What follows belongs to an exercise in optimizing a design on an open flow for small area; a production flow would make more cautious choices.
Only simulation tests tie the RTL to the original design; equivalence was not proved.
Power and IR drop assume default switching activity.

==> flow/design.v <==
package clkdiv_pkg;
  localparam longint unsigned CLK_FREQ_DEF = 64'd12_000_000;
  localparam int              CNT_W_DEF    = 32;
  localparam int              MIN_DIV      = 2;
  typedef struct packed {
    logic                 valid;
    logic [CNT_W_DEF-1:0] period;
    logic [CNT_W_DEF-1:0] high;
  } pend_t;
  function automatic longint unsigned hz_to_div(
    input longint unsigned freq,
    input longint unsigned clk_hz
  );
    hz_to_div = (freq == 0) ? 64'd0 : clk_hz / freq;
  endfunction
endpackage
module clkdiv_channel
#(
  parameter int               CNT_W   = clkdiv_pkg::CNT_W_DEF,
  parameter logic [CNT_W-1:0] RST_DIV = CNT_W'(4)
) (
  input  logic             clk,
  input  logic             rst,
  input  logic             en,
  input  logic             sync,
  input  logic             ld_valid,
  input  logic [CNT_W-1:0] ld_div,
  input  logic [CNT_W-1:0] ld_high,
  output logic             slot_full,
  output logic             div_clk,
  output logic             div_pulse
);
  localparam int PW = clkdiv_pkg::CNT_W_DEF;
  localparam logic [CNT_W-1:0] ONE = CNT_W'(1);
  localparam logic [CNT_W-1:0] MIN_P = CNT_W'(clkdiv_pkg::MIN_DIV);
  logic [CNT_W-1:0] cnt_q, cnt_d;
  logic [CNT_W-1:0] per_q, per_d;
  logic [CNT_W-1:0] high_q, high_d;
  clkdiv_pkg::pend_t            pend_q, pend_d;
  logic             clk_q, clk_d;
  logic             pulse_q, pulse_d;
  logic [CNT_W-1:0] ld_per;
  logic [CNT_W-1:0] ld_hi;
  logic             last;
  logic             wrap;
  always_comb begin
    ld_per = ld_div;
    if (ld_div < MIN_P) ld_per = MIN_P;
  end
  always_comb begin
    ld_hi = ld_high;
    if (ld_high < ONE) ld_hi = ONE;
    else if (ld_high > ld_per - ONE) ld_hi = ld_per - ONE;
  end
  always_comb begin
    cnt_d   = cnt_q;
    per_d   = per_q;
    high_d  = high_q;
    pend_d  = pend_q;
    clk_d   = clk_q;
    pulse_d = 1'b0;
    last    = (cnt_q == per_q - ONE);
    wrap    = en && !sync && last;
    if (pend_q.valid && (sync || wrap)) begin
      per_d        = pend_q.period[CNT_W-1:0];
      high_d       = pend_q.high[CNT_W-1:0];
      pend_d.valid = 1'b0;
    end
    if (sync) begin
      cnt_d = '0;
      clk_d = 1'b1;
    end else if (en) begin
      cnt_d   = last ? '0 : cnt_q + ONE;
      clk_d   = (cnt_d < high_d);
      pulse_d = wrap;
    end
    if (ld_valid && !pend_q.valid) begin
      pend_d.valid  = 1'b1;
      pend_d.period = PW'(ld_per);
      pend_d.high   = PW'(ld_hi);
    end
  end
  always_ff @(posedge clk or posedge rst) begin
    if (rst) begin
      cnt_q   <= '0;
      per_q   <= RST_DIV;
      high_q  <= RST_DIV >> 1;
      pend_q  <= '0;
      clk_q   <= 1'b1;
      pulse_q <= 1'b0;
    end else begin
      cnt_q   <= cnt_d;
      per_q   <= per_d;
      high_q  <= high_d;
      pend_q  <= pend_d;
      clk_q   <= clk_d;
      pulse_q <= pulse_d;
    end
  end
  assign slot_full = pend_q.valid;
  assign div_clk   = clk_q;
  assign div_pulse = pulse_q;
endmodule
module clkdiv_multi_hz
#(
  parameter longint unsigned CLK_FREQ   = clkdiv_pkg::CLK_FREQ_DEF,
  parameter int              CHANNELS   = 4,
  parameter int              CNT_W      = clkdiv_pkg::CNT_W_DEF,
  parameter longint unsigned DEFAULT_HZ = 1
) (
  input  logic                clk,
  input  logic                rst,
  input  logic [CHANNELS-1:0] enable,
  input  logic                sync,
  input  logic                          cfg_valid,
  output logic                          cfg_ready,
  input  logic [((CHANNELS > 1) ? $clog2(CHANNELS) : 1)-1:0] cfg_chan,
  input  logic [CNT_W-1:0]              cfg_div,
  input  logic [CNT_W-1:0]              cfg_high,
  output logic [CHANNELS-1:0] divided_clk,
  output logic [CHANNELS-1:0] divided_pulse
);
  localparam int CH_W = (CHANNELS > 1) ? $clog2(CHANNELS) : 1;
  localparam int NSLOT = 2 ** CH_W;
  localparam longint unsigned P0 = clkdiv_pkg::hz_to_div(DEFAULT_HZ, CLK_FREQ);
  localparam logic [CNT_W-1:0] RST_DIV = CNT_W'(P0);
  if (P0 < clkdiv_pkg::MIN_DIV || P0 >= (64'd1 << CNT_W)) begin : g_p0_bad
    $error("clkdiv_multi_hz: reset period out of range");
  end
  if (CNT_W > clkdiv_pkg::CNT_W_DEF) begin : g_w_bad
    $error("clkdiv_multi_hz: CNT_W wider than pending slot");
  end
  logic [CHANNELS-1:0] full;
  logic [NSLOT-1:0]    full_pad;
  logic                xfer;
  always_comb begin
    full_pad = '0;
    full_pad[CHANNELS-1:0] = full;
  end
  assign cfg_ready = ~full_pad[cfg_chan];
  assign xfer = cfg_valid & cfg_ready;
  for (genvar i = 0; i < CHANNELS; i++) begin : g_ch
    localparam logic [CH_W-1:0] IDX = CH_W'(i);
    logic ld;
    assign ld = xfer && (cfg_chan == IDX);
    clkdiv_channel #(
      .CNT_W   (CNT_W),
      .RST_DIV (RST_DIV)
    ) u_ch (
      .clk       (clk),
      .rst       (rst),
      .en        (enable[i]),
      .sync      (sync),
      .ld_valid  (ld),
      .ld_div    (cfg_div),
      .ld_high   (cfg_high),
      .slot_full (full[i]),
      .div_clk   (divided_clk[i]),
      .div_pulse (divided_pulse[i])
    );
  end
endmodule
module clkdiv_bank16 (
  input  logic        clk,
  input  logic        rst,
  input  logic [15:0] enable,
  input  logic        sync,
  input  logic        cfg_valid,
  output logic        cfg_ready,
  input  logic [3:0]  cfg_chan,
  input  logic [15:0] cfg_div,
  input  logic [15:0] cfg_high,
  output logic [15:0] divided_clk,
  output logic [15:0] divided_pulse
);
  clkdiv_multi_hz #(
    .CLK_FREQ   (64'd12_000_000),
    .CHANNELS   (16),
    .CNT_W      (16),
    .DEFAULT_HZ (64'd3_000_000)
  ) u_div (
    .clk           (clk),
    .rst           (rst),
    .enable        (enable),
    .sync          (sync),
    .cfg_valid     (cfg_valid),
    .cfg_ready     (cfg_ready),
    .cfg_chan      (cfg_chan),
    .cfg_div       (cfg_div),
    .cfg_high      (cfg_high),
    .divided_clk   (divided_clk),
    .divided_pulse (divided_pulse)
  );
endmodule
==> flow/run.sh <==
#!/bin/bash
# synth_recipe.tcl (not shown) runs the flow's synth.tcl, then flattens the netlist and writes it again
# the make line also repeats each setting of config.mk as NAME=value (left out here)
make -C /OpenROAD-flow-scripts/flow DESIGN_CONFIG=/design/flow/config.mk WORK_HOME=/design/flow/orfs CLKGATE_MAP_FILE= SYNTH_SCRIPT=/design/flow/synth_recipe.tcl finish
==> flow/config.mk <==
export PLATFORM = sky130hd
export DESIGN_NAME = clkdiv_bank16
export DESIGN_NICKNAME = clkdiv_bank16
export VERILOG_FILES = /design/flow/design.v
export SDC_FILE = /design/flow/constraint.sdc
export NUM_CORES = 4
export LEC_CHECK = 0
export CAP_MARGIN = 20
export CORE_MARGIN = 2
export CORE_UTILIZATION = 40
export SLEW_MARGIN = 20
==> flow/constraint.sdc <==
create_clock -name core_clock -period 6.5 [get_ports {clk}]
set_input_delay 1.3000 -clock core_clock [delete_from_list [all_inputs] [get_ports {clk}]]
set_output_delay 1.3000 -clock core_clock [all_outputs]
set_load 0.01 [all_outputs]
==> run summary <==
[kinds of logic after synthesis]
logic type | count (synthesis) | synth area share [%]
buffers and inverters | 799 | 4.499
and+or+nand+nor | 2214 | 15.50
adders and majority gates | 289 | 5.008
AOI/OAI and AO/OA | 1171 | 9.688
xor gates and xnor gates | 521 | 6.320
DFF | 1328 | 46.11
muxes | 861 | 12.88
[stage by stage]
step	instances	power, uW	utilization [%]
floorplan	7183	17320	-
global placement	9329	19210	42.39
detailed placement	9329	19540	42.39
CTS	9593	28150	45.12
global route	9598	29690	45.15
finish	9609	27950	45.17
[how the worst max path moves through the flow]
stage                                          endpoint  slack [ns]  cells after the start
after CTS                  u_div.g_ch[8].u_ch.pend_q[1]        0.79                     21
after global routing       u_div.g_ch[7].u_ch.pend_q[2]        0.36                     21
after detailed placement   u_div.g_ch[3].u_ch.pend_q[1]       -0.09                     21
final                     u_div.g_ch[10].u_ch.pend_q[7]        0.72                     21
after floorplan             u_div.g_ch[0].u_ch.cnt_q[0]      -13.13                      1
after global placement     u_div.g_ch[7].u_ch.pend_q[1]       -0.08                     21
[where the power goes]
group / switching [uW] / total, uW / leakage (uW) / internal, uW
clock: 3600 / 8520 / 0.00238 / 4920
combinational: 4050 / 7400 / 0.0190 / 3360
sequential: 1720 / 12000 / 0.0170 / 10300
[state kept, by name (all words and copies together) (netlist names)]
register,flops
u_div.g_ch.u_ch.high_q,256
u_div.g_ch.u_ch.clk_q,16
u_div.g_ch.u_ch.cnt_q,256
u_div.g_ch.u_ch.per_q,256
u_div.g_ch.u_ch.pulse_q,16
u_div.g_ch.u_ch.pend_q,528
[layout by cell type, fill, tap and decap left out, drive strengths merged, types with 40 or more instances in the layout]
cell	instances
nand2b	75
nor2	717
nor4	79
a21oi	434
and3	133
nand4	91
nor3	148
dfstp	48
nand3b	96
clkdlybuf4s50	73
xor2	187
mux2i	373
or4	40
clkinv	40
dfrtp	1280
nor2b	71
nand3	137
xnor2	334
ha	289
a21o	70
clkbuf	198
nand2	428
or3	43
mux2	483
buf	179
o21ai	370
inv	342
[per-layer routing]
| metal | up-vias | GRT usage [%] | share of wire [%] |
|---|---|---|---|
| met3 | 301 | 2.530 | 3.9 |
| met2 | 1125 | 36.32 | 48 |
| li1 | 24950 | - | - |
| met5 | - | 0 | 0 |
| met4 | 0 | 8.608 | 3.5 |
| met1 | 26480 | 29.26 | 44 |
[layout make-up]
type                            count  area (um^2)  share of cell area (%)
Sequential cell                  1328        33290                   41.22
Antenna cell                       14        35.03                 0.04338
Tap cell                         2355         2947                   3.649
Inverter                          340         1281                   1.586
Multi-Input combinational cell   5056        36050                   44.64
Timing Repair Buffer              252         2260                   2.798
Clock inverter                     66        907.1                   1.123
Clock buffer                      198         3985                   4.934
[synth_stat cells (133+ instances only)]
master	number
clkbuf_1	333
inv_1	336
ha_1	289
nand3_1	137
xnor2_1	334
mux2_2	459
a21oi_1	434
nand2_1	428
o21ai_0	356
dfrtp_1	1280
and3_1	133
nor3_1	146
mux2i_1	373
nor2_1	716
xor2_1	187
[worst min-delay path: stages, from the launching register on]
cell	delay, ns
dfrtp_1	0.34
nand2_1	0.05
nand2_1	0.05
==> results.rst <==
.. list-table::
   :header-rows: 1

   * - Metric
     - Value
   * - Status
     - no timing/DRC/antenna violations
   * - Setup slack on the worst flop-to-flop path
     - 0.80 ns
   * - Core Area
     - 0.1788 mm^2
   * - I/O pin cnt
     - 89
   * - Post-route cell area
     - 0.08076 mm^2
   * - Hold Path End
     - u_div.g_ch[11].u_ch.pend_q[45]
   * - Count of mapped cells out of synthesis
     - 7,183
   * - Vias in the first global route
     - approximately 52,000
   * - Startpoint of the most critical setup path
     - cfg_div[7]
   * - Type of the tightest min-delay check
     - register to register
   * - VDD IR max
     - 245.9 uV
   * - Maximum fanout encountered on the critical timing path
     - 16
   * - WP data required
     - 7.12 ns
   * - Antenna viol nets, final
     - 0
   * - Setup slack after layout
     - 0.7238 ns
   * - Hold Buf Count CTS
     - 0
   * - Power density cells
     - 346.1 mW/mm^2
   * - Most area-consuming cells after synthesis
     - dfrtp_1 (44%), mux2_2 (7.2%), mux2i_1 (5.2%)
   * - Crit Reg-Reg Startpoint
     - u_div.g_ch[10].u_ch.per_q[5]
   * - Maximum clock frequency
     - 0.1731 GHz
   * - Highest-delay cell along the critical path
     - a21oi_4
   * - Area post-placement
     - about 0.076 mm^2
   * - Cell Area, Synth
     - 0.07220 mm^2
   * - Hold Violations, Final
     - 0
   * - Smallest hold slack
     - 0.4689 ns
   * - Setup repair after global routing missed its margin
     - false
   * - Type of element launching the critical path
     - input pin
   * - Clock Sink Count
     - roughly 1,300
   * - Kind of end point of the critical path
     - register
   * - Total negative slack for setup checks
     - 0 ns
   * - Ys Warns
     - 2
   * - Primary FF master, synth
     - dfrtp_1
   * - FILL cells
     - 16,800
   * - Starting DRT DRC Count
     - 4,090
   * - Number of enable-type register cells in the synthesized netlist
     - 0
   * - Effective utilization at floorplan
     - 40.38%
   * - Buffers on Ports
     - 88
   * - Clk pin slew, worst setup/hold paths
     - roughly 0.05 ns
   * - Worst reg2reg path endpoint
     - u_div.g_ch[10].u_ch.clk_q
   * - Die X-Extent
     - 428.9 um
   * - Kind of cell adding the most delay to the critical path
     - simple AND/OR/NAND/NOR gates
   * - Cell type contributing the most total cell area after synthesis
     - dfrtp_1
   * - Fraction of layout cells with a size suffix above 1
     - 14.54%
   * - Worst slack, placed
     - -0.08711 ns
   * - Worst-skew pair later-pin latency
     - 0.80 ns
   * - Final GP Congestion
     - 0.8698
   * - Number of violations of the max-capacitance limit
     - 0
   * - Post-CTS setup buffer count
     - 0
   * - Fraction of synthesis flops using an asynchronous set or reset pin
     - 100.0%
   * - Start point of the worst min-delay path
     - u_div.g_ch[11].u_ch.pend_q[45]
   * - Worst Max-Slew Pin Slew
     - roughly 1 ns
   * - Setup violations, final
     - 0
   * - Bufs and invs on worst path
     - 3
   * - Worst hold stages
     - 2
   * - NumNets Final
     - 7,466
   * - Grt total ovfl
     - 0
   * - Global-route wire length before repair
     - 315.2 mm
   * - Antenna violations before repair
     - 15
   * - R2r worst-path depth
     - 19
   * - Syn nets
     - 7,528
   * - Crit path time final
     - 5.776 ns
   * - Estimated wirelength of the detail-placed design
     - roughly 140 mm
   * - Worst clock skew
     - 0.04255 ns
   * - Root Buffer Master
     - clkbuf_16
   * - Drt drc
     - 0
   * - Worst-case clock buffer depth
     - 3
   * - Fin crit share
     - 88.86%
   * - Total detailed-routing wirelength
     - 203.3 mm
   * - Worst path cell trace
     - buf_2 -> or4_1 -> or4b_1 -> nor4_2 -> buf_4 -> nand2_1 -> nor2_1 -> nor2_4 -> ha_1 -> nand2_1 -> nor3_1 -> xnor2_1 -> ha_1 -> nand4_1 -> nor2_1 -> nand3_1 -> nor4_1 -> o21bai_4 -> buf_12 -> a21oi_4 -> o21ai_0
   * - GRT Util Overall
     - 21.91%
   * - Worst-case headroom to the max-slew limit
     - 34.01%
   * - Post-synth cell types
     - 95
   * - Cell Rows
     - 155
   * - Synthesis-stage register bit count
     - 1,328
   * - Largest net degree at the start of global routing
     - roughly 160
   * - Number of resized instances in the post-cts repair step
     - 0
   * - Clock tree from TritonCTS
     - built
   * - Portion of synthesized cell area occupied by the leading cell type
     - around 44%
   * - Inserted Clock Buffers
     - 143
   * - Average detailed-routed wire length per instance
     - 21.16 um
   * - Proportion of synthesized chip area in sequential cells
     - 46.11%
   * - Critical Path Max Stage Delay
     - 0.68 ns
   * - Ratio of routed vias to standard cells
     - 5.501
   * - Vias post-DR
     - roughly 53,000
   * - Mean Syn Cell Area
     - 10.05 um^2
   * - LEAKAGE
     - 0.03831 uW
   * - Number of H-tree levels
     - 4
   * - Pre-Repair DR Iteration Count
     - 8
   * - Post-synthesis to final-layout area growth
     - 11.85%
   * - Data arrival, critical path
     - ~6.4 ns
   * - Die footprint
     - 0.1839 mm^2
   * - Type of the worst setup path
     - input pin to register
   * - Y dimension of the die
     - about 430 um
   * - Number of pins exceeding their max-slew limit in the final report
     - 0

## static timing again, ports no longer ideal
How much do the figures lean on ideal ports? The routed layout below was timed once more, with nothing changed but the port constraints.
Step 1: set_driving_cell puts a clkbuf_16 on clk and a buf_2 on each other input, an assumption about the parent block.
Step 2 also shifts input and output timing later by t, the mid clock arrival at the registers, as if the neighbouring blocks saw the same clock.
Three values: no drivers, after step 1, after step 2; two values: the first two.
t, ns: 0.869
slack for setup (ns): 0.724 / 0.790 / -0.079
cell pins on the clock port's net: 1
Met with ideal ports but missed after step 2: setup timing in this run. For this run, drivers alone change the setup slack by +0.066 ns; drivers and shift together by -0.803 ns.
